This is an optimization exercise on Yosys and OpenROAD, whose aim is small area, not a production implementation. RTL that was checked went through simulation tests only; none was proved equivalent to the original. Only the layout flow was run in run 1; the RTL was not checked for function there. No activity file was given, so power comes from the tool's default toggle rates. No driver is modelled on the clock port, so clocking that relies on it looks cheaper here than on a real chip.

==> flow/design.v <==
package fcp_link_pkg;
    localparam int VC_W    = 16;
    localparam int STAT_W  = 32;
    localparam int BEAT_W  = 112;
    localparam int COUNT_W = 32;
    localparam int TOTAL_W = 64;
    typedef logic [VC_W-1:0]    vc_t;
    typedef logic [STAT_W-1:0]  stat_t;
    typedef logic [BEAT_W-1:0]  beat_t;
    typedef logic [COUNT_W-1:0] count_t;
    typedef logic [TOTAL_W-1:0] total_t;
    typedef struct packed {
        logic  valid;
        vc_t   vc;
        stat_t fccl;
        stat_t qlen;
        stat_t fccr;
    } fcp_msg_t;
    localparam int QUEUE_DEPTH = 16;
    localparam int QADDR_W     = $clog2(QUEUE_DEPTH);
    localparam int QCOUNT_W    = QADDR_W + 1;
    typedef logic [QADDR_W-1:0]  qaddr_t;
    typedef logic [QCOUNT_W-1:0] qcount_t;
    localparam int HOLDOFF_CYCLES     = 64;
    localparam int RATE_WINDOW_CYCLES = 256;
    localparam int WINDOW_W           = $clog2(RATE_WINDOW_CYCLES);
    localparam int RATE_W             = WINDOW_W + 1;
    typedef logic [WINDOW_W-1:0] window_cnt_t;
    typedef logic [RATE_W-1:0]   rate_t;
endpackage
module fcp_ingress_packer (
    input  logic                  user_clk,
    input  logic                  rst_user_300,
    input  fcp_link_pkg::fcp_msg_t fcp_in,
    input  logic                  holdoff_end,
    input  logic                  full,
    output fcp_link_pkg::beat_t   wr_beat,
    output logic                  wr_en,
    output logic                  link_up,
    output fcp_link_pkg::count_t  drop_count
);
    logic                 link_up_q;
    logic                 beat_valid_q;
    fcp_link_pkg::beat_t  beat_q;
    fcp_link_pkg::count_t drop_q;
    always_ff @(posedge user_clk) begin
        if (rst_user_300) begin
            link_up_q <= 1'b0;
        end else if (holdoff_end) begin
            link_up_q <= 1'b1;
        end
    end
    assign link_up = link_up_q;
    always_ff @(posedge user_clk) begin
        if (rst_user_300) begin
            beat_valid_q <= 1'b0;
        end else begin
            beat_valid_q <= fcp_in.valid && link_up_q;
        end
    end
    always_ff @(posedge user_clk) begin
        beat_q <= fcp_in[fcp_link_pkg::BEAT_W-1:0];
    end
    assign wr_beat = beat_q;
    assign wr_en   = beat_valid_q && !full;
    always_ff @(posedge user_clk) begin
        if (rst_user_300) begin
            drop_q <= '0;
        end else if (beat_valid_q && full) begin
            drop_q <= drop_q + fcp_link_pkg::count_t'(1);
        end
    end
    assign drop_count = drop_q;
endmodule
module fcp_beat_queue (
    input  logic                user_clk,
    input  logic                rst_user_300,
    input  fcp_link_pkg::beat_t wr_beat,
    input  logic                wr_en,
    input  logic                rd_en,
    output fcp_link_pkg::beat_t last_beat,
    output logic                full,
    output logic                empty
);
    localparam int D = fcp_link_pkg::QUEUE_DEPTH;
    logic [D-1:0][fcp_link_pkg::BEAT_W-1:0] mem_q;
    fcp_link_pkg::qaddr_t  wr_ptr_q;
    fcp_link_pkg::qcount_t count_q;
    logic [D-1:0]          rd_oh_q;
    logic [D-1:0]          last_oh;
    assign full  = count_q[fcp_link_pkg::QADDR_W];
    assign empty = (count_q == '0);
    always_ff @(posedge user_clk) begin
        if (rst_user_300) begin
            count_q  <= '0;
            wr_ptr_q <= '0;
        end else begin
            if (wr_en && !rd_en) count_q <= count_q + fcp_link_pkg::qcount_t'(1);
            if (!wr_en && rd_en) count_q <= count_q - fcp_link_pkg::qcount_t'(1);
            if (wr_en) wr_ptr_q <= wr_ptr_q + fcp_link_pkg::qaddr_t'(1);
        end
    end
    always_ff @(posedge user_clk) begin
        if (rst_user_300) begin
            rd_oh_q <= D'(1);
        end else if (rd_en) begin
            rd_oh_q <= {rd_oh_q[D-2:0], rd_oh_q[D-1]};
        end
    end
    assign last_oh = {rd_oh_q[0], rd_oh_q[D-1:1]};
    for (genvar i = 0; i < D; i++) begin : g_row
        always_ff @(posedge user_clk) begin
            if (wr_en && wr_ptr_q == fcp_link_pkg::qaddr_t'(i)) begin
                mem_q[i] <= wr_beat;
            end
        end
    end
    always_comb begin
        last_beat = '0;
        for (int i = 0; i < D; i++) begin
            last_beat = last_beat | (mem_q[i] & {fcp_link_pkg::BEAT_W{last_oh[i]}});
        end
    end
endmodule
module fcp_egress_unpacker (
    input  logic                   user_clk,
    input  logic                   rst_user_300,
    input  fcp_link_pkg::beat_t    last_beat,
    input  logic                   empty,
    input  logic                   drain_en,
    output logic                   rd_en,
    output fcp_link_pkg::fcp_msg_t fcp_out
);
    logic valid_q;
    assign rd_en = drain_en && !empty;
    always_ff @(posedge user_clk) begin
        if (rst_user_300) begin
            valid_q <= 1'b0;
        end else begin
            valid_q <= rd_en;
        end
    end
    assign fcp_out = {valid_q, last_beat};
endmodule
module fcp_rate_meter (
    input  logic                 user_clk,
    input  logic                 rst_user_300,
    input  logic                 msg_valid,
    output logic                 holdoff_end,
    output fcp_link_pkg::total_t total_count,
    output fcp_link_pkg::count_t msg_rate
);
    fcp_link_pkg::total_t      total_q;
    fcp_link_pkg::window_cnt_t window_q;
    fcp_link_pkg::window_cnt_t in_window_q;
    fcp_link_pkg::rate_t       rate_q;
    logic                      window_end;
    always_ff @(posedge user_clk) begin
        if (rst_user_300) begin
            total_q <= '0;
        end else if (msg_valid) begin
            total_q <= total_q + fcp_link_pkg::total_t'(1);
        end
    end
    always_ff @(posedge user_clk) begin
        if (rst_user_300) begin
            window_q <= '0;
        end else begin
            window_q <= window_q + fcp_link_pkg::window_cnt_t'(1);
        end
    end
    assign window_end  = (window_q == fcp_link_pkg::window_cnt_t'(fcp_link_pkg::RATE_WINDOW_CYCLES - 1));
    assign holdoff_end = (window_q == fcp_link_pkg::window_cnt_t'(fcp_link_pkg::HOLDOFF_CYCLES - 1));
    always_ff @(posedge user_clk) begin
        if (rst_user_300) begin
            in_window_q <= '0;
            rate_q      <= '0;
        end else if (window_end) begin
            rate_q      <= fcp_link_pkg::rate_t'(in_window_q) + fcp_link_pkg::rate_t'(msg_valid);
            in_window_q <= '0;
        end else begin
            in_window_q <= in_window_q + fcp_link_pkg::window_cnt_t'(msg_valid);
        end
    end
    assign total_count = total_q;
    assign msg_rate    = fcp_link_pkg::count_t'(rate_q);
endmodule
module fcp_link_top (
    input  logic                   user_clk,
    input  logic                   rst_user_300,
    input  fcp_link_pkg::fcp_msg_t fcp_in,
    input  logic                   drain_en,
    output fcp_link_pkg::fcp_msg_t fcp_out,
    output logic                   link_up,
    output fcp_link_pkg::count_t   drop_count,
    output fcp_link_pkg::total_t   total_count,
    output fcp_link_pkg::count_t   msg_rate
);
    fcp_link_pkg::beat_t wr_beat;
    logic                wr_en;
    logic                full;
    logic                empty;
    logic                rd_en;
    logic                holdoff_end;
    fcp_link_pkg::beat_t last_beat;
    fcp_ingress_packer u_packer (
        .user_clk     (user_clk),
        .rst_user_300 (rst_user_300),
        .fcp_in       (fcp_in),
        .holdoff_end  (holdoff_end),
        .full         (full),
        .wr_beat      (wr_beat),
        .wr_en        (wr_en),
        .link_up      (link_up),
        .drop_count   (drop_count)
    );
    fcp_beat_queue u_queue (
        .user_clk     (user_clk),
        .rst_user_300 (rst_user_300),
        .wr_beat      (wr_beat),
        .wr_en        (wr_en),
        .rd_en        (rd_en),
        .last_beat    (last_beat),
        .full         (full),
        .empty        (empty)
    );
    fcp_egress_unpacker u_unpacker (
        .user_clk     (user_clk),
        .rst_user_300 (rst_user_300),
        .last_beat    (last_beat),
        .empty        (empty),
        .drain_en     (drain_en),
        .rd_en        (rd_en),
        .fcp_out      (fcp_out)
    );
    fcp_rate_meter u_meter (
        .user_clk     (user_clk),
        .rst_user_300 (rst_user_300),
        .msg_valid    (fcp_out.valid),
        .holdoff_end  (holdoff_end),
        .total_count  (total_count),
        .msg_rate     (msg_rate)
    );
endmodule
==> flow/flow/run.sh <==
#!/bin/bash
# Standard ORFS layout (standard synthesis unchanged), with lighter port buffers
# and a clock tree of large clusters without dummy loads. Each tool's output goes to a log here.
set -euo pipefail
B=sky130_fd_sc_hd
export BUFFER_PORTS_ARGS="-buffer_cell ${B}__buf_1"
export CTS_ARGS="-sink_clustering_enable -repair_clock_nets -dont_use_dummy_load -buf_list {${B}__clkbuf_16} -sink_clustering_size 30 -sink_clustering_max_diameter 100"
bash standard.sh > standard_flow.log 2>&1
==> flow/standard.sh <==
#!/bin/bash
# synth_recipe.tcl (not shown) runs the flow's synth.tcl, then flattens the netlist and writes it again
# the make line also repeats each setting of config.mk as NAME=value (left out here)
make -C /OpenROAD-flow-scripts/flow DESIGN_CONFIG=/design/flow/config.mk WORK_HOME=/design/flow/orfs CLKGATE_MAP_FILE= SYNTH_SCRIPT=/design/flow/synth_recipe.tcl "${@:-finish}"
==> flow/config.mk <==
export PLATFORM = sky130hd
export DESIGN_NAME = fcp_link_top
export DESIGN_NICKNAME = fcp_link_top
export VERILOG_FILES = /design/flow/design.v
export SDC_FILE = /design/flow/constraint.sdc
export NUM_CORES = 4
export LEC_CHECK = 0
export CAP_MARGIN = 20
export CORE_MARGIN = 2
export CORE_UTILIZATION = 45
export PLACE_DENSITY = 0.6
export SLEW_MARGIN = 20
export SYNTH_MEMORY_MAX_BITS = 16384
==> flow/constraint.sdc <==
create_clock -name core_clock -period 4.0 [get_ports {user_clk}]
set_input_delay 0.8000 -clock core_clock [delete_from_list [all_inputs] [get_ports {user_clk}]]
set_output_delay 0.8000 -clock core_clock [all_outputs]
set_load 0.01 [all_outputs]
==> run notes, run 1 <==
Synth Area in XOR/XNOR 0.00886; status timing/DRC/antenna clean; Min-Delay Path Class input pin to flop; Sequential Power Share 0.704; gr ovfl total 0; Placed Area 76900 um^2; Chip Width 404 um; port buffer count 334; Clk network pwr share 0.293; CP endpoint kind primary output; largest family of logic cells by synthesized area compound AO/OA/AOI/OAI gates; fillers 12.9k; drt pass-1 iters 5; setup_tns 0 ps; GR peak layer met2; Fin. Hold Viols 0; vias per cell 6.33; post-DP HPWL 101000 um; clk latency of the worst-skew pair 760 ps; post-CTS sizing 0; Max Freq 259 MHz; die area 164000 um^2; CTS Hold Bufs 0; Critical Path AT 3060 ps; worst reg-to-reg path cell count 10; CTS H-Tree Depth 3; Setup Skew 104 ps; CTS Sinks 2053; Post-Syn Area per Cell 18.5 um^2; Final period util 0.966; worst rel slew slack 0.207; asr flop ratio synth 0; clk root buf clkbuf_16; Slew @ Worst Pin 1190 ps; Post-synth EDFFs 1792; area of the multi-input gates 12200 um^2; peak supply drop 0.349 mV; R2R Path Start u_queue.count_q[0]; post-CTS setup buffers 0; antenna-violating nets left 0; ys flop type edfxtp_1; P&R area growth vs syn 9.32%; total wire length 196000 um; library cells used by synthesis 46; Finished Cell Area 78900 um^2; global-route wire length before repair 278000 um; Switching Power 6.44 mW; Synthesis Warnings 4; vias 39.7k; initial core utilization 0.455; setup violators final 0; worst-case clock buffer depth 3; Routed WL per cell 31.2 um; Post-Synth Simple-Gate Area 0.0360; Max Slew Vio Count 0; hold slack 119 ps; Critical Path RT 3200 ps; All-Layer GR Usage 0.234; GR met3 Demand/Resource 0.0360; power density over the cells 423 nW/um^2; Crit Path Class flop to primary output; unrepaired setup endpoints after global routing no; initial antenna violation count 10; Die H 404 um; post-synthesis sequential area ratio 0.818; CTS clock-pin slew for the worst setup and hold paths 110 ps; M2 GR Usage 0.387; IO Pins 358; worst hold path cell count 1; max-cap violations 0; post-synthesis mux area share 0.00236; switching share of power 0.193; commonest non-fill, non-tap cell in the layout edfxtp_1; #FFs+latches synth 2053; num rows 146; Register Area 59100 um^2; adder-cell area share of the yosys netlist 0.00253; most frequent cells in the layout edfxtp_1 (1792), a22o_1 (450), a221oi_1 (448); core area 159000 um^2; Num CTS Buffers 81; routability cong. 0.761; CTS tree done; global-route track usage on met1 0.332; Post-Synthesis Cells 3904; fin nets 4337; Crit. Startpoint u_queue.rd_oh_q[13]; min cycle time layout 3860 ps; share of cells above drive strength 1 0.0604; DR iter-0 viols 4713; internal power 27.0 mW; # DRC 0; compound-gate portion of the synthesized area 0.116; vias in the first global route 38.5k; Worst setup SP type flop; power share of the combinational group 0.003; pin count of the biggest net entering global routing 89; post-synthesis cell area 72200 um^2; min-delay src fcp_in[3]; CP Max Fanout 51; P_leak 24.0 nW
per-layer routing:
metal / up-vias / wire length (um)
met3: 196 / 14900
met1: 21100 / 82500
li1: 16800 / -
met5: - / 26
met4: 4 / 3740
met2: 1713 / 95000
final cells by class:
| class | count | share of cell area |
|---|---|---|
| antenna | 2 | 0.0000634 |
| clock buffer | 81 | 0.0257 |
| inverter | 21 | 0.000999 |
| multi-input combinational | 1595 | 0.155 |
| sequential | 2053 | 0.749 |
| tap | 2072 | 0.0329 |
| timing repair buffer | 455 | 0.0365 |
cells in the mapped netlist, types with 7 or more instances:
| cell | instances | area, um^2 |
|---|---|---|
| a21oi_1 | 43 | 215 |
| a221oi_1 | 448 | 3920 |
| a22o_1 | 450 | 3940 |
| and2_1 | 7 | 43.8 |
| and3_1 | 15 | 93.8 |
| buf_1 | 42 | 158 |
| buf_4 | 24 | 180 |
| clkbuf_1 | 188 | 706 |
| dfxtp_1 | 261 | 5230 |
| edfxtp_1 | 1792 | 53800 |
| ha_1 | 13 | 163 |
| inv_1 | 21 | 78.8 |
| mux2i_1 | 17 | 170 |
| nand2_1 | 50 | 188 |
| nand3_1 | 40 | 200 |
| nand4_1 | 146 | 913 |
| nor2_1 | 129 | 484 |
| nor3_1 | 14 | 70.1 |
| o21ai_0 | 35 | 175 |
| o31ai_1 | 9 | 67.6 |
| or3_1 | 27 | 169 |
| or4_1 | 10 | 75.1 |
| xnor2_1 | 23 | 201 |
| xor2_1 | 50 | 438 |
power groups by stage:
| stage | logic (mW) | registers (mW) | clock network [mW] |
|---|---|---|---|
| CTS | 0.110 | 23.5 | 9.97 |
| detailed placement | 0.110 | 24.0 | 0 |
| floorplan | 0.0503 | 23.9 | 0 |
| global route | 0.118 | 23.6 | 10.6 |
| finish | 0.107 | 23.5 | 9.78 |
| global placement | 0.108 | 24.0 | 0 |
worst paths after layout:
check,end,slack [ps]
setup / recovery,fcp_out[21],140
hold / removal,u_packer.beat_q[3],120
setup reg to reg,u_queue.count_q[4],1160
hold reg to reg,u_meter.rate_q[8],470
registers in the layout, indices dropped and copies added, names as in the netlist, 4 cells and up:
name,count
u_queue.mem_q,1792
u_packer.beat_q,112
u_meter.total_q,64
u_packer.drop_q,32
u_queue.rd_oh_q,16
u_meter.rate_q,9
u_meter.in_window_q,8
u_meter.window_q,8
u_queue.count_q,5
u_queue.wr_ptr_q,4
logic make-up (layout without fill, tap and decap cells):
group	count (synthesis)	in the layout
simple gates	473	473
flops	2053	2053
compound gates	995	995
xor+xnor	73	73
other cells	1	25
fa+ha+maj	14	14
mux	17	17
buf+inv	278	557
critical path, cell delays in order (launching register included):
cell	delay, ps
dfxtp_4	1170
buf_4	430
a22o_1	170
a221oi_1	60
nand4_1	250
buf_1	180
metrics by stage:
step	power [mW]	setup WS [ps]	util	std cells
6_report	33.4	136	0.497	6279
5_1_grt	34.3	67.9	0.497	6277
4_1_cts	33.6	99.8	0.497	6277
3_5_place_dp	24.1	942	0.484	6196
3_3_place_gp	24.1	981	0.484	6196
2_1_floorplan	24.0	-413	-	3926
==> run 2, diff against run 1 <==
--- a/flow/design.v
+++ b/flow/design.v
@@ -35,6 +35,7 @@
     input  logic                  holdoff_end,
     input  logic                  full,
     output fcp_link_pkg::beat_t   wr_beat,
+    output logic                  capture,
     output logic                  wr_en,
     output logic                  link_up,
     output fcp_link_pkg::count_t  drop_count
@@ -51,11 +52,12 @@
         end
     end
     assign link_up = link_up_q;
+    assign capture = fcp_in.valid && link_up_q;
     always_ff @(posedge user_clk) begin
         if (rst_user_300) begin
             beat_valid_q <= 1'b0;
         end else begin
-            beat_valid_q <= fcp_in.valid && link_up_q;
+            beat_valid_q <= capture;
         end
     end
     always_ff @(posedge user_clk) begin
@@ -76,6 +78,7 @@
     input  logic                user_clk,
     input  logic                rst_user_300,
     input  fcp_link_pkg::beat_t wr_beat,
+    input  logic                capture,
     input  logic                wr_en,
     input  logic                rd_en,
     output fcp_link_pkg::beat_t last_beat,
@@ -86,18 +89,38 @@
     logic [D-1:0][fcp_link_pkg::BEAT_W-1:0] mem_q;
     fcp_link_pkg::qaddr_t  wr_ptr_q;
     fcp_link_pkg::qcount_t count_q;
+    fcp_link_pkg::qaddr_t  wr_ptr_d;
+    fcp_link_pkg::qcount_t count_d;
+    logic [D-1:0]          we_q;
+    logic [D-1:0]          hold_q;
     logic [D-1:0]          rd_oh_q;
     logic [D-1:0]          last_oh;
     assign full  = count_q[fcp_link_pkg::QADDR_W];
     assign empty = (count_q == '0);
+    always_comb begin
+        count_d = count_q;
+        if (wr_en && !rd_en) count_d = count_q + fcp_link_pkg::qcount_t'(1);
+        if (!wr_en && rd_en) count_d = count_q - fcp_link_pkg::qcount_t'(1);
+    end
+    assign wr_ptr_d = wr_ptr_q + fcp_link_pkg::qaddr_t'(wr_en);
     always_ff @(posedge user_clk) begin
         if (rst_user_300) begin
             count_q  <= '0;
             wr_ptr_q <= '0;
         end else begin
-            if (wr_en && !rd_en) count_q <= count_q + fcp_link_pkg::qcount_t'(1);
-            if (!wr_en && rd_en) count_q <= count_q - fcp_link_pkg::qcount_t'(1);
-            if (wr_en) wr_ptr_q <= wr_ptr_q + fcp_link_pkg::qaddr_t'(1);
+            count_q  <= count_d;
+            wr_ptr_q <= wr_ptr_d;
+        end
+    end
+    always_ff @(posedge user_clk) begin
+        for (int i = 0; i < D; i++) begin
+            if (rst_user_300) begin
+                we_q[i]   <= 1'b0;
+                hold_q[i] <= 1'b1;
+            end else begin
+                we_q[i]   <=   capture && !count_d[fcp_link_pkg::QADDR_W] && (wr_ptr_d == fcp_link_pkg::qaddr_t'(i));
+                hold_q[i] <= !(capture && !count_d[fcp_link_pkg::QADDR_W] && (wr_ptr_d == fcp_link_pkg::qaddr_t'(i)));
+            end
         end
     end
     always_ff @(posedge user_clk) begin
@@ -110,9 +133,8 @@
     assign last_oh = {rd_oh_q[0], rd_oh_q[D-1:1]};
     for (genvar i = 0; i < D; i++) begin : g_row
         always_ff @(posedge user_clk) begin
-            if (wr_en && wr_ptr_q == fcp_link_pkg::qaddr_t'(i)) begin
-                mem_q[i] <= wr_beat;
-            end
+            mem_q[i] <= (wr_beat & {fcp_link_pkg::BEAT_W{we_q[i]}})
+                      | (mem_q[i] & {fcp_link_pkg::BEAT_W{hold_q[i]}});
         end
     end
     always_comb begin
@@ -198,6 +220,7 @@
 );
     fcp_link_pkg::beat_t wr_beat;
     logic                wr_en;
+    logic                capture;
     logic                full;
     logic                empty;
     logic                rd_en;
@@ -210,6 +233,7 @@
         .holdoff_end  (holdoff_end),
         .full         (full),
         .wr_beat      (wr_beat),
+        .capture      (capture),
         .wr_en        (wr_en),
         .link_up      (link_up),
         .drop_count   (drop_count)
@@ -218,6 +242,7 @@
         .user_clk     (user_clk),
         .rst_user_300 (rst_user_300),
         .wr_beat      (wr_beat),
+        .capture      (capture),
         .wr_en        (wr_en),
         .rd_en        (rd_en),
         .last_beat    (last_beat),
--- a/flow/config.mk
+++ b/flow/config.mk
@@ -7,7 +7,7 @@
 export LEC_CHECK = 0
 export CAP_MARGIN = 20
 export CORE_MARGIN = 2
-export CORE_UTILIZATION = 45
-export PLACE_DENSITY = 0.6
+export CORE_UTILIZATION = 80
+export PLACE_DENSITY = 0.92
 export SLEW_MARGIN = 20
 export SYNTH_MEMORY_MAX_BITS = 16384
==> run 2 against run 1 <==
Hold slack better by 59 ps. Sequential power down 8.5%. Power down 4.0%. Clock-buffer cell count down 2. Synthesized area up 1.3%. Global-route usage up 28 points. Register-to-register slack worse by 490 ps. Core utilization up 35 points. Final area down 3.5%. Critical path depth unchanged. Fmax down 1.9%. Routed wire length up 29%.
==> run notes, run 2 <==
status timing/DRC/antenna clean; internal power 24.8 mW; unrepaired setup endpoints after global routing no; Post-Synth Simple-Gate Area 0.0401; crit path max-delay cell type dfxtp_4; post-CTS setup buffers 0; Register Area 41900 um^2; All-Layer GR Usage 0.518; Post-Synthesis Cells 6402; worst hold path cell count 1; Worst setup SP type flop; vias in the first global route 60.6k; Crit Path Class flop to primary output; # placed instances 7171; most numerous cell in the Yosys netlist a22o_1; clk root buf clkbuf_16; max-cap violations 0; setup_tns 0 ps; Worst Hold Endpoint u_packer.beat_q[57]; CTS H-Tree Depth 3; min cycle time layout 3940 ps; drt pass-1 iters 10; r2r setup slk 670 ps; Non-Filler Instances 7254; Synth Area in XOR/XNOR 0.00947; asr flop ratio synth 0; port buffer count 334; overall power 32.1 mW; post-synthesis sequential area ratio 0.571; CP Max Fanout 62; Final period util 0.985; Setup Skew 53.4 ps; critical path's top delay family flip-flops; Post-synth EDFFs 0; ys flop type dfxtp_1; power density over the cells 421 nW/um^2; commonest non-fill, non-tap cell in the layout a22o_1; area of the multi-input gates 28000 um^2; gr ovfl total 0; Crit path largest cell delay 1210 ps; fillers 4910; Min-Delay Path Class input pin to flop; CP endpoint kind primary output; fin nets 6204; top cell type's share of synthesized area 0.571; global-route wire length before repair 375000 um; vias per cell 8.64; Die H 306 um; CTS Sinks 2085; R2R Path Start u_queue.count_q[1]; power share of the combinational group 0.026; P_leak 28.2 nW; worst-case clock buffer depth 3; compound-gate portion of the synthesized area 0.330; reg2reg end u_queue.hold_q[9]; Synthesis Warnings 4; share of cells above drive strength 1 0.0426; Slew @ Worst Pin 1280 ps; antenna-violating nets left 0; total wire length 254000 um; Clk network pwr share 0.304; Routed WL per cell 35.0 um; Fin. Hold Viols 0; clk latency of the worst-skew pair 700 ps; vias 62.7k; pin count of the biggest net entering global routing 113; CP cell instances buf_4 -> a22o_1 -> a221oi_1 -> nand4_1 -> buf_1; Top reg by flops u_queue.mem_q; Post-Syn Area per Cell 11.4 um^2; peak supply drop 0.395 mV; Largest regs u_queue.mem_q x1792, u_packer.beat_q x112, u_meter.total_q x64; worst reg-to-reg path cell count 12; worst rel slew slack 0.144; switching share of power 0.227; routability cong. 0.871; P&R area growth vs syn 4.13%; Worst Path Buf+Inv 2; Switching Power 7.27 mW; die area 93800 um^2; num rows 110; DR iter-0 viols 13.0k; setup violators final 0; Max Slew Vio Count 0; Chip Width 306 um; #FFs+latches synth 2085; largest family of logic cells by synthesized area compound AO/OA/AOI/OAI gates; post-CTS sizing 0; IO Pins 358; min-delay src fcp_in[57]; Sequential Power Share 0.670; Core Util, Final 0.843; CTS tree done; Critical Path RT 3200 ps; post-synthesis cell area 73100 um^2; most frequent cells in the layout a22o_1 (2240), dfxtp_1 (2037), a221oi_1 (448); top cells by count, synth a22o_1 (2240), dfxtp_1 (2085), clkbuf_1 (670), a221oi_1 (448), buf_1 (178); Synth area leader dfxtp_1; core area 90300 um^2; Max Freq 254 MHz; initial antenna violation count 10; adder-cell area share of the yosys netlist 0.00188; CTS Hold Bufs 0; post-DP HPWL 124000 um; number of flip-flops under the largest register name 1792; Critical Path AT 3140 ps; CTS clock-pin slew for the worst setup and hold paths 110 ps; initial core utilization 0.810; Num CTS Buffers 79; Synth area leaders dfxtp_1 (57%), a22o_1 (27%), a221oi_1 (5.4%); post-synthesis mux area share 0.000411; # DRC 0; library cells used by synthesis 51
[run 2: cell types whose count changed after synthesis, sizes merged, moves of 9 or more]
cell    delta
edfxtp  -1792
buf      +137
nor2       -9
clkbuf   +482
nand2     +43
xor2      -13
a22o    +1790
xnor2     +19
dfxtp   +1824
a21oi     +10
nor4      +10
mux2i     -14
[run 2: power groups by stage]
stage	clock [mW]	sequential, mW	combinational [mW]
after floorplan	0	21.5	0.783
after global placement	0	21.9	0.746
after detailed placement	0	21.9	0.771
after CTS	9.61	21.4	0.776
after global routing	10.3	21.5	0.837
final	9.75	21.5	0.818
[run 2: worst register-to-register path: stages (launching register included)]
cell      delay [ps]
dfxtp_1          370
inv_1            110
ha_1             230
nand2b_1          90
o31ai_2          170
buf_4            280
clkinv_1         140
ha_1             290
nor4bb_1         160
a41o_1           220
xnor2_1          600
nor3b_1          470
nand2_1           80
[run 2: kinds of logic after synthesis]
logic type                 count (synthesis)
other                                      1
xor gates and xnor gates                  79
and+or+nand+nor                          541
muxes                                      3
DFF                                     2085
buffers and inverters                    895
AOI/OAI and AO/OA                       2787
adders and majority gates                 11
[run 2: worst max-delay path by stage]
stage                        startpoint                end  slack, ps  cells past startpoint
floorplan            u_queue.count_q[0]  u_queue.hold_q[0]        780                     12
global placement               drain_en  u_queue.hold_q[0]        800                     10
detailed placement             drain_en  u_queue.hold_q[9]        740                     10
CTS                 u_queue.rd_oh_q[14]         fcp_out[2]        230                      5
global route         u_queue.rd_oh_q[4]        fcp_out[21]        140                      5
finish              u_queue.rd_oh_q[14]         fcp_out[2]         60                      5
[run 2: area by class of cell]
| cell class | instances | area share |
|---|---|---|
| Antenna cell | 3 | 0.0000986 |
| Clock buffer | 79 | 0.0260 |
| Inverter | 19 | 0.000937 |
| Multi-Input combinational cell | 3444 | 0.367 |
| Sequential cell | 2085 | 0.551 |
| Tap cell | 1176 | 0.0193 |
| Timing Repair Buffer | 448 | 0.0354 |
[run 2: routing by layer]
layer	up-vias	routed length (um)	GRT usage
li1	24300	-	-
met1	29500	84100	0.669
met2	7031	104000	0.743
met3	1851	45200	0.172
met4	14	20700	0.341
met5	-	105	0.00155
[run 2: stage by stage]
stage               setup slack (ps)  hold slack [ps]  cell area (um^2)
finish                          60.0              177             76100
global placement                 796              436             74000
global route                     141              169             76100
floorplan                        782              426             73200
CTS                              231              169             76100
detailed placement               736              453             74100
==> run 3, diff against run 2 <==
--- a/flow/config.mk
+++ b/flow/config.mk
@@ -7,7 +7,7 @@
 export LEC_CHECK = 0
 export CAP_MARGIN = 20
 export CORE_MARGIN = 2
-export CORE_UTILIZATION = 80
-export PLACE_DENSITY = 0.92
+export CORE_UTILIZATION = 75
+export PLACE_DENSITY = 0.88
 export SLEW_MARGIN = 20
 export SYNTH_MEMORY_MAX_BITS = 16384
==> run 3 against run 2 <==
Critical endpoint is now fcp_out[83]. Still clean. Clock-buffer cell count stayed put. Highest routed layer unchanged. Sequential cell count is the same. Power is essentially flat. Non-clock buffer count rose by 14.
==> run notes, run 3 <==
Crit Path Class flop to primary output; library cells used by synthesis 51; CTS clock-pin slew for the worst setup and hold paths 110 ps; met1 WL 87100 um; CP endpoint kind primary output; top cells by count, synth a22o_1 (2240), dfxtp_1 (2085), clkbuf_1 (670), a221oi_1 (448), buf_1 (178); status timing/DRC/antenna clean; Post-Syn Area per Cell 11.4 um^2; number of flip-flops under the largest register name 1792; Slew @ Worst Pin 1310 ps; antenna-violating nets left 0; vias in the first global route 59.1k; pin count of the biggest net entering global routing 113; worst rel slew slack 0.124; CTS Sinks 2085; most frequent cells in the layout a22o_1 (2240), dfxtp_1 (2037), a221oi_1 (448); Num CTS Buffers 79; initial core utilization 0.757; unrepaired setup endpoints after global routing no; max-cap violations 0; core area 96600 um^2; commonest non-fill, non-tap cell in the layout a22o_1; total wire length 251000 um; P&R area growth vs syn 4.47%; global-route wire length before repair 368000 um; post-DP HPWL 126000 um; vias per cell 8.33; Worst setup SP type flop; port buffer count 334; Top reg by flops u_queue.mem_q; Placed Area 74300 um^2; worst reg-to-reg path cell count 12; most numerous cell in the Yosys netlist a22o_1; max layer used met5; fin worst setup slack 113 ps; setup violators final 0; CTS Hold Bufs 0; setup_tns 0 ps; Worst Hold Endpoint u_packer.beat_q[110]; Die H 316 um; Critical Path AT 3090 ps; reg2reg end u_queue.hold_q[12]; DR WL met3 42100 um; gr ovfl total 0; All-Layer GR Usage 0.480; post-synthesis sequential area ratio 0.571; # placed instances 7283; r2r setup slk 690 ps; min cycle time layout 3890 ps; critical path's top delay family flip-flops; Core Util, Final 0.791; routability cong. 0.860; P_leak 28.3 nW; R2R Path Start u_queue.count_q[0]; asr flop ratio synth 0; Post-Synthesis Cells 6402; IO Pins 358; min-delay src fcp_in[110]; Synth area leader dfxtp_1; peak supply drop 0.433 mV; overall power 32.0 mW; routed length on met2 105000 um; initial antenna violation count 3; Critical Path RT 3200 ps; Chip Width 316 um; Worst Path Buf+Inv 2; Routed WL per cell 34.0 um; Synthesis Warnings 4; CTS H-Tree Depth 3; ys flop type dfxtp_1; Final period util 0.972; Fin. Hold Viols 0; Setup Skew 42.3 ps; #FFs+latches synth 2085; Finished Cell Area 76400 um^2; vias 61.4k; Post-Place Setup Slack 789 ps; Non-Filler Instances 7367; CP cell instances buf_4 -> a22o_1 -> a221oi_1 -> nand4_1 -> buf_1; # DRC 0; Crit path largest cell delay 1230 ps; die area 100000 um^2; CP Max Fanout 57; DR iter-0 viols 11.8k; share of cells above drive strength 1 0.0448; drt pass-1 iters 7; Largest regs u_queue.mem_q x1792, u_packer.beat_q x112, u_meter.total_q x64; hold slack 169 ps; post-CTS sizing 0; top cell type's share of synthesized area 0.571; post-synthesis cell area 73100 um^2; clk latency of the worst-skew pair 720 ps; Synth area leaders dfxtp_1 (57%), a22o_1 (27%), a221oi_1 (5.4%); power density over the cells 420 nW/um^2; Post-synth EDFFs 0; clk root buf clkbuf_16; Min-Delay Path Class input pin to flop; worst hold path cell count 1; post-CTS setup buffers 0; num rows 114; CTS tree done; fin nets 6218; worst-case clock buffer depth 3; crit path max-delay cell type dfxtp_4; Max Freq 257 MHz; Max Slew Vio Count 0
## run 3: cell count changes in the layout (fill, tap and decap cells not counted), sizes merged
cell	change
diode	-1
buf	+14
## run 3: logic make-up (layout without fill, tap and decap cells)
| kind of cell | Yosys count | in the layout | share of synthesized area |
|---|---|---|---|
| multiplexers | 3 | 3 | 0.000411 |
| other | 1 | 25 | 0.0000513 |
| flip-flops | 2085 | 2085 | 0.571 |
| XOR/XNOR | 79 | 79 | 0.00947 |
| AO/OA/AOI/OAI | 2787 | 2787 | 0.330 |
| buffers and inverters | 895 | 560 | 0.0474 |
| adder cells (fa/ha/maj) | 11 | 11 | 0.00188 |
| AND/OR/NAND/NOR | 541 | 541 | 0.0401 |
## run 3: final cells by class
type,instances,area (um^2)
timing repair buffer,462,2820
tap,1276,1600
multi-input combinational,3444,28000
fill,5958,20200
sequential,2085,41900
antenna,2,5.00
clock buffer,79,1980
inverter,19,71.3
## run 3: power by group
part	switching, mW	total, mW	internal, mW
Combinational	0.507	0.797	0.291
Clock	6.17	9.75	3.59
Sequential	0.583	21.5	20.9
## run 3: layer usage
metal,global-route usage,vias up
met5,0,-
met4,0.268,4
met3,0.153,1439
met2,0.697,6213
met1,0.635,29400
li1,-,24300
## run 3: how the worst max path moves through the flow
stage | startpoint | endpoint | slack (ps) | depth (start not counted)
global route | u_queue.rd_oh_q[4] | fcp_out[11] | 190 | 5
global placement | drain_en | u_queue.hold_q[12] | 830 | 10
CTS | u_queue.rd_oh_q[6] | fcp_out[4] | 290 | 5
detailed placement | u_queue.count_q[0] | u_queue.hold_q[12] | 790 | 12
floorplan | u_queue.count_q[0] | u_queue.hold_q[0] | 780 | 12
finish | u_queue.rd_oh_q[3] | fcp_out[83] | 110 | 5
## run 3: worst reg2reg max path, cell delays in order (launching register included)
cell and delay, ps:
dfxtp_1 390, inv_1 80, ha_1 230, nand2b_1 100, o31ai_2 240, clkinv_1 110, buf_4 210, ha_1 300
nor4bb_1 160, a41o_1 220, xnor2_1 520, nor3b_1 500, nand2_1 120
==> run 4, diff against run 3 <==
--- a/flow/config.mk
+++ b/flow/config.mk
@@ -7,7 +7,7 @@
 export LEC_CHECK = 0
 export CAP_MARGIN = 20
 export CORE_MARGIN = 2
-export CORE_UTILIZATION = 75
-export PLACE_DENSITY = 0.88
+export CORE_UTILIZATION = 70
+export PLACE_DENSITY = 0.85
 export SLEW_MARGIN = 20
 export SYNTH_MEMORY_MAX_BITS = 16384
==> run 4 against run 3 <==
Final area grew 0.21%. Fmax fell by 0.40%. Register-to-register slack lost 200 ps. Sequential cell count unchanged. Synthesized area did not move.
==> run notes, run 4 <==
CP cell instances buf_4 -> a22o_1 -> a221oi_1 -> nand4_1 -> buf_1; post-CTS sizing 0; top cells by count, synth a22o_1 (2240), dfxtp_1 (2085), clkbuf_1 (670), a221oi_1 (448), buf_1 (178); status timing/DRC/antenna clean; CTS Hold Bufs 0; asr flop ratio synth 0; commonest non-fill, non-tap cell in the layout a22o_1; Worst setup SP type flop; All-Layer GR Usage 0.447; post-synthesis cell area 73100 um^2; most frequent cells in the layout a22o_1 (2240), dfxtp_1 (2037), a221oi_1 (448); global-route track usage on met1 0.601; vias in the first global route 58.0k; fin nets 6221; setup violators final 0; crit path max-delay cell type dfxtp_4; Max Slew Vio Count 0; worst-case clock buffer depth 3; Crit Path Class flop to primary output; Synth area leaders dfxtp_1 (57%), a22o_1 (27%), a221oi_1 (5.4%); unrepaired setup endpoints after global routing no; total wire length 250000 um; routability cong. 0.846; post-CTS setup buffers 0; Critical Path AT 3100 ps; GR peak layer met2; P_leak 28.3 nW; Placed Area 74500 um^2; port buffer count 334; GR met3 Demand/Resource 0.135; share of cells above drive strength 1 0.0453; Fin. Hold Viols 0; Num CTS Buffers 79; Critical Path RT 3200 ps; ys flop type dfxtp_1; CP Max Fanout 48; initial antenna violation count 6; CTS clock-pin slew for the worst setup and hold paths 110 ps; r2r setup slk 490 ps; Die H 327 um; worst rel slew slack 0.141; # DRC 0; global-route wire length before repair 368000 um; CTS Sinks 2085; setup_tns 0 ps; Post-synth EDFFs 0; gr ovfl total 0; CTS H-Tree Depth 3; most numerous cell in the Yosys netlist a22o_1; IO Pins 358; max-cap violations 0; pin count of the biggest net entering global routing 113; number of flip-flops under the largest register name 1792; M2 GR Usage 0.652; Max Freq 256 MHz; Finished Cell Area 76500 um^2; Final period util 0.976; Setup Skew 48.0 ps; fin worst setup slack 97.7 ps; initial core utilization 0.706; hold slack 161 ps; top cell type's share of synthesized area 0.571; vias per cell 8.11; antenna-violating nets left 0; post-synthesis sequential area ratio 0.571; Chip Width 327 um; Min-Delay Path Class input pin to flop; num rows 118; Routed WL per cell 33.4 um; die area 107000 um^2; drt pass-1 iters 9; clk latency of the worst-skew pair 730 ps; # placed instances 7391; Top reg by flops u_queue.mem_q; Synthesis Warnings 4; peak supply drop 0.375 mV; min cycle time layout 3900 ps; fillers 6979; vias 60.6k; Synth area leader dfxtp_1; core area 103000 um^2; library cells used by synthesis 51; Slew @ Worst Pin 1290 ps; CP endpoint kind primary output; CTS tree done; Non-Filler Instances 7475; Post-Syn Area per Cell 11.4 um^2; post-DP HPWL 125000 um; Post-Place Setup Slack 541 ps; clk root buf clkbuf_16; power density over the cells 419 nW/um^2; P&R area growth vs syn 4.69%; overall power 32.0 mW; DR iter-0 viols 10.5k; Crit path largest cell delay 1040 ps; Core Util, Final 0.739; Post-Synthesis Cells 6402; #FFs+latches synth 2085; Largest regs u_queue.mem_q x1792, u_packer.beat_q x112, u_meter.total_q x64
-- run 4: cell counts after synthesis --
No cell type changed its count.
-- run 4: worst max-delay path, delay by kind of cell (launching register included) --
kind / cells / cell delay [ps]
simple gates: 1 / 280
compound gates: 2 / 290
flops: 1 / 1040
buf+inv: 2 / 710
-- run 4: path summary, 6_finish.rpt --
check | cells past startpoint | end | startpoint
worst max-delay path | 5 | fcp_out[107] | u_queue.rd_oh_q[2]
worst min-delay path | 1 | u_packer.beat_q[74] | fcp_in[74]
worst max register to register | 13 | u_queue.hold_q[4] | u_queue.count_q[0]
worst min register to register | 1 | u_queue.mem_q[1565] | u_queue.mem_q[1565]
-- run 4: area by class of cell --
type | instances | area [um^2] | area share
Sequential cell | 2085 | 41900 | 0.548
Clock buffer | 79 | 1980 | 0.0258
Antenna cell | 3 | 7.51 | 0.0000981
Tap cell | 1380 | 1730 | 0.0226
Timing Repair Buffer | 465 | 2840 | 0.0372
Inverter | 19 | 71.3 | 0.000932
Multi-Input combinational cell | 3444 | 28000 | 0.366
-- run 4: power breakdown --
group	internal, mW	total (mW)	leakage (nW)	switching [mW]
clock	3.59	9.76	0.974	6.18
sequential	20.9	21.5	16.9	0.575
combinational	0.281	0.788	10.5	0.507
-- run 4: layer usage --
layer	wire length [um]	share of wire
met1	90800	0.36
met5	7	0.000028
met4	14500	0.058
met2	104000	0.42
met3	40300	0.16
-- run 4: cells by family after synthesis --
| logic type | Yosys count | synth area share |
|---|---|---|
| DFF | 2085 | 0.571 |
| buffers and inverters | 895 | 0.0474 |
| other | 1 | 0.0000513 |
| AOI/OAI and AO/OA | 2787 | 0.330 |
| and+or+nand+nor | 541 | 0.0401 |
| xor gates and xnor gates | 79 | 0.00947 |
| adders and majority gates | 11 | 0.00188 |
| muxes | 3 | 0.000411 |
==> run 5, diff against run 4 <==
--- a/flow/design.v
+++ b/flow/design.v
@@ -86,14 +86,16 @@
     output logic                empty
 );
     localparam int D = fcp_link_pkg::QUEUE_DEPTH;
-    logic [D-1:0][fcp_link_pkg::BEAT_W-1:0] mem_q;
-    fcp_link_pkg::qaddr_t  wr_ptr_q;
+    localparam int W = fcp_link_pkg::BEAT_W;
+    logic [D-1:0][W-1:0]   mem_q;
     fcp_link_pkg::qcount_t count_q;
-    fcp_link_pkg::qaddr_t  wr_ptr_d;
     fcp_link_pkg::qcount_t count_d;
+    logic [D-1:0]          tail_q;
+    logic [D-1:0]          tail_d;
+    logic [D-1:0]          head_q;
     logic [D-1:0]          we_q;
-    logic [D-1:0]          hold_q;
-    logic [D-1:0]          rd_oh_q;
+    logic [D-1:0]          shift_q;
+    logic [D-1:0]          we_d;
     logic [D-1:0]          last_oh;
     assign full  = count_q[fcp_link_pkg::QADDR_W];
     assign empty = (count_q == '0);
@@ -102,45 +104,35 @@
         if (wr_en && !rd_en) count_d = count_q + fcp_link_pkg::qcount_t'(1);
         if (!wr_en && rd_en) count_d = count_q - fcp_link_pkg::qcount_t'(1);
     end
-    assign wr_ptr_d = wr_ptr_q + fcp_link_pkg::qaddr_t'(wr_en);
-    always_ff @(posedge user_clk) begin
-        if (rst_user_300) begin
-            count_q  <= '0;
-            wr_ptr_q <= '0;
-        end else begin
-            count_q  <= count_d;
-            wr_ptr_q <= wr_ptr_d;
-        end
-    end
-    always_ff @(posedge user_clk) begin
-        for (int i = 0; i < D; i++) begin
-            if (rst_user_300) begin
-                we_q[i]   <= 1'b0;
-                hold_q[i] <= 1'b1;
-            end else begin
-                we_q[i]   <=   capture && !count_d[fcp_link_pkg::QADDR_W] && (wr_ptr_d == fcp_link_pkg::qaddr_t'(i));
-                hold_q[i] <= !(capture && !count_d[fcp_link_pkg::QADDR_W] && (wr_ptr_d == fcp_link_pkg::qaddr_t'(i)));
-            end
-        end
-    end
-    always_ff @(posedge user_clk) begin
-        if (rst_user_300) begin
-            rd_oh_q <= D'(1);
-        end else if (rd_en) begin
-            rd_oh_q <= {rd_oh_q[D-2:0], rd_oh_q[D-1]};
-        end
-    end
-    assign last_oh = {rd_oh_q[0], rd_oh_q[D-1:1]};
+    assign tail_d = wr_en ? {tail_q[D-3:0], tail_q[D-1:D-2]} : {tail_q[D-2:0], tail_q[D-1]};
+    assign we_d = (capture && !count_d[fcp_link_pkg::QADDR_W]) ? {tail_d[D-2:0], tail_d[D-1]} : '0;
+    always_ff @(posedge user_clk) begin
+        if (rst_user_300) begin
+            count_q <= '0;
+            tail_q  <= D'(1);
+            head_q  <= D'(1);
+            we_q    <= '0;
+            shift_q <= '1;
+        end else begin
+            count_q <= count_d;
+            tail_q  <= tail_d;
+            head_q  <= rd_en ? {head_q[D-3:0], head_q[D-1:D-2]} : {head_q[D-2:0], head_q[D-1]};
+            we_q    <= we_d;
+            shift_q <= ~we_d;
+        end
+    end
+    assign last_oh = {head_q[0], head_q[D-1:1]};
     for (genvar i = 0; i < D; i++) begin : g_row
+        localparam logic INV = (i % 2 == 0);
         always_ff @(posedge user_clk) begin
-            mem_q[i] <= (wr_beat & {fcp_link_pkg::BEAT_W{we_q[i]}})
-                      | (mem_q[i] & {fcp_link_pkg::BEAT_W{hold_q[i]}});
+            mem_q[i] <= ~(((wr_beat ^ {W{INV}}) & {W{we_q[i]}})
+                        | (mem_q[(i + D - 1) % D] & {W{shift_q[i]}}));
         end
     end
     always_comb begin
         last_beat = '0;
         for (int i = 0; i < D; i++) begin
-            last_beat = last_beat | (mem_q[i] & {fcp_link_pkg::BEAT_W{last_oh[i]}});
+            last_beat = last_beat | ((mem_q[i] ^ {W{i % 2 == 1}}) & {W{last_oh[i]}});
         end
     end
 endmodule
==> run 5 against run 4 <==
Cell count increased by 8.6%. Clock-buffer cell count is 1 higher. Still clean on timing, DRC and antenna. Routed wire length is 6.3% higher. Clock skew up 3.1 ps.
==> run notes, run 5 <==
setup violators final 0; Post-synth EDFFs 0; Worst setup SP type flop; Finished Cell Area 75200 um^2; area of the multi-input gates 25800 um^2; CTS clock-pin slew for the worst setup and hold paths 120 ps; Max Slew Vio Count 0; Synth area leader dfxtp_1; CTS H-Tree Depth 3; Slew @ Worst Pin 1320 ps; Routed WL per cell 32.7 um; gr ovfl total 0; total wire length 265000 um; vias per cell 7.99; Top reg by flops u_queue.mem_q; global-route wire length before repair 386000 um; Max Freq 256 MHz; Synthesis Warnings 4; Post-Synthesis Cells 6926; reg2reg end u_queue.we_q[10]; routability cong. 0.922; Clk network pwr share 0.278; Setup Skew 51.1 ps; most frequent cells in the layout dfxtp_1 (2057), a22oi_1 (1859), nand2_1 (411); Register Area 42100 um^2; max-cap violations 0; vias 64.9k; post-CTS setup buffers 0; Critical Path AT 3100 ps; top cells by count, synth dfxtp_1 (2097), a22oi_1 (1859), clkbuf_1 (610), nand2_1 (411), o21ai_0 (340); clk root buf clkbuf_16; worst-case clock buffer depth 3; fin nets 6888; Largest regs u_queue.mem_q x1792, u_packer.beat_q x112, u_meter.total_q x64; antenna-violating nets left 0; setup_tns 0 ps; fillers 6983; commonest non-fill, non-tap cell in the layout dfxtp_1; min cycle time layout 3900 ps; Synth area leaders dfxtp_1 (59%), a22oi_1 (20%), clkbuf_1 (3.2%); worst hold path cell count 1; most numerous cell in the Yosys netlist dfxtp_1; ys flop type dfxtp_1; CP endpoint kind primary output; status timing/DRC/antenna clean; Crit Path Class flop to primary output; DR iter-0 viols 13.7k; initial antenna violation count 8; #FFs+latches synth 2097; asr flop ratio synth 0; top cell type's share of synthesized area 0.590; Critical Path RT 3200 ps; core area 100000 um^2; hold slack 162 ps; # DRC 0; drt pass-1 iters 13; CTS Sinks 2097; r2r setup slk 1120 ps; worst rel slew slack 0.119; share of cells above drive strength 1 0.0441; capture point of the critical path fcp_out[96]; number of antenna diodes 0; port buffer count 334; pin count of the biggest net entering global routing 113; unrepaired setup endpoints after global routing no; IO Pins 358; R2R Path Start u_queue.count_q[0]; Sequential Power Share 0.633; overall power 35.5 mW; initial core utilization 0.709; library cells used by synthesis 49; Final period util 0.975; Post-Syn Area per Cell 10.3 um^2; P_leak 36.9 nW; Placed Area 73200 um^2; Crit. Startpoint u_queue.head_q[8]; peak supply drop 0.477 mV; P&R area growth vs syn 5.65%; Die H 323 um; Switching Power 9.04 mW; Fin. Hold Viols 0; switching share of power 0.255; power density over the cells 471 nW/um^2; die area 104000 um^2; worst reg-to-reg path cell count 13; CP Max Fanout 51; number of flip-flops under the largest register name 1792; post-CTS sizing 0; post-DP HPWL 139000 um; CTS tree done; num rows 116; internal power 26.4 mW; power share of the combinational group 0.089; CTS Hold Bufs 0; post-synthesis sequential area ratio 0.590; All-Layer GR Usage 0.487; Chip Width 323 um; Num CTS Buffers 80; post-synthesis cell area 71200 um^2; vias in the first global route 62.5k; Min-Delay Path Class input pin to flop; clk latency of the worst-skew pair 710 ps
-- run 5: how the worst min path moves through the flow --
stage,start,end,slack (ps)
floorplan,u_queue.mem_q[895],u_queue.mem_q[1007],410
global placement,u_queue.mem_q[209],u_queue.mem_q[321],410
detailed placement,u_queue.mem_q[1791],u_queue.mem_q[111],420
CTS,fcp_in[48],u_packer.beat_q[48],160
global route,fcp_in[78],u_packer.beat_q[78],160
finish,fcp_in[46],u_packer.beat_q[46],160
-- run 5: power by group through the flow --
stage / logic [mW] / clock network (mW) / registers, mW
after floorplan: 1.99 / 0 / 22.5
after global placement: 2.96 / 0 / 22.8
after detailed placement: 3.02 / 0 / 22.8
after CTS: 3.04 / 9.73 / 22.4
after global routing: 3.34 / 10.4 / 22.5
final: 3.17 / 9.85 / 22.5
-- run 5: through the flow --
stage	worst slack, ps	utilization	std cells
after global routing	68.3	0.749	8118
after global placement	980	0.729	8036
after CTS	217	0.749	8116
final	101	0.749	8118
after floorplan	1090	-	6948
after detailed placement	977	0.729	8036
-- run 5: critical path, stage by stage, from the launching register on --
cell and delay (ps):
dfxtp_1 370, inv_6 540, buf_4 410, o2111ai_1 170, or4_1 670, buf_1 180
-- run 5: logic make-up after synthesis --
logic type | share of synthesized area
other cells | 0.0000527
fa+ha+maj | 0.00158
flops | 0.590
mux | 0.00214
buf+inv | 0.0489
xor+xnor | 0.00836
compound gates | 0.282
simple gates | 0.0670
-- run 5: cell type report --
| class | instances | area share |
|---|---|---|
| Clock buffer | 80 | 0.0266 |
| Inverter | 148 | 0.00792 |
| Multi-Input combinational cell | 3948 | 0.343 |
| Sequential cell | 2097 | 0.560 |
| Tap cell | 1357 | 0.0226 |
| Timing Repair Buffer | 488 | 0.0395 |
-- run 5: metal layers --
| metal | vias up | GRT usage | part of all wire | wire length [um] |
|---|---|---|---|---|
| li1 | 25700 | - | - | - |
| met1 | 30000 | 0.608 | 0.33 | 86900 |
| met2 | 7077 | 0.704 | 0.41 | 108000 |
| met3 | 2078 | 0.169 | 0.18 | 46800 |
| met4 | 16 | 0.343 | 0.090 | 23800 |
| met5 | - | 0.00139 | 0.00068 | 180 |

==> static timing again, ports no longer ideal <==
The flow's constraints put no driver on any port. The routed layouts listed below were extracted and timed again, unchanged, in two steps.
Step 1 sets driving cells, clkbuf_16 on the clock port and buf_2 on the other inputs (assumed; they add their load-dependent delay and slew).
Step 2 times the ports against the registers' clock, not the clock port: input delays grow and output delays shrink by t, the midpoint of the rising clock arrivals with the driver on.
Slacks: no drivers / after step 1 / after step 2; pairs: no drivers / after step 1.
| run | shift t [ns] | setup WS [ns] | hold WS [ns] | worst setup path after step 2 | slew at the worst register clock pin (ns) |
|---|---|---|---|---|---|
| run 1 | 0.778 | 0.136 / 0.048 / 0.826 | 0.119 / 0.053 / 0.473 | register to output | 0.11 / 0.11 |
| run 2 | 0.764 | 0.060 / -0.026 / 0.666 | 0.177 / 0.115 / 0.471 | input to register | 0.12 / 0.12 |
| run 3 | 0.768 | 0.113 / 0.036 / 0.686 | 0.169 / 0.114 / 0.468 | register to register | 0.12 / 0.12 |
| run 4 | 0.784 | 0.098 / 0.018 / 0.456 | 0.161 / 0.108 / 0.484 | input to register | 0.11 / 0.11 |
| run 5 | 0.774 | 0.101 / 0.019 / 0.792 | 0.162 / 0.103 / 0.427 | register to output | 0.12 / 0.12 |
After both steps setup and hold are still met in every run listed.
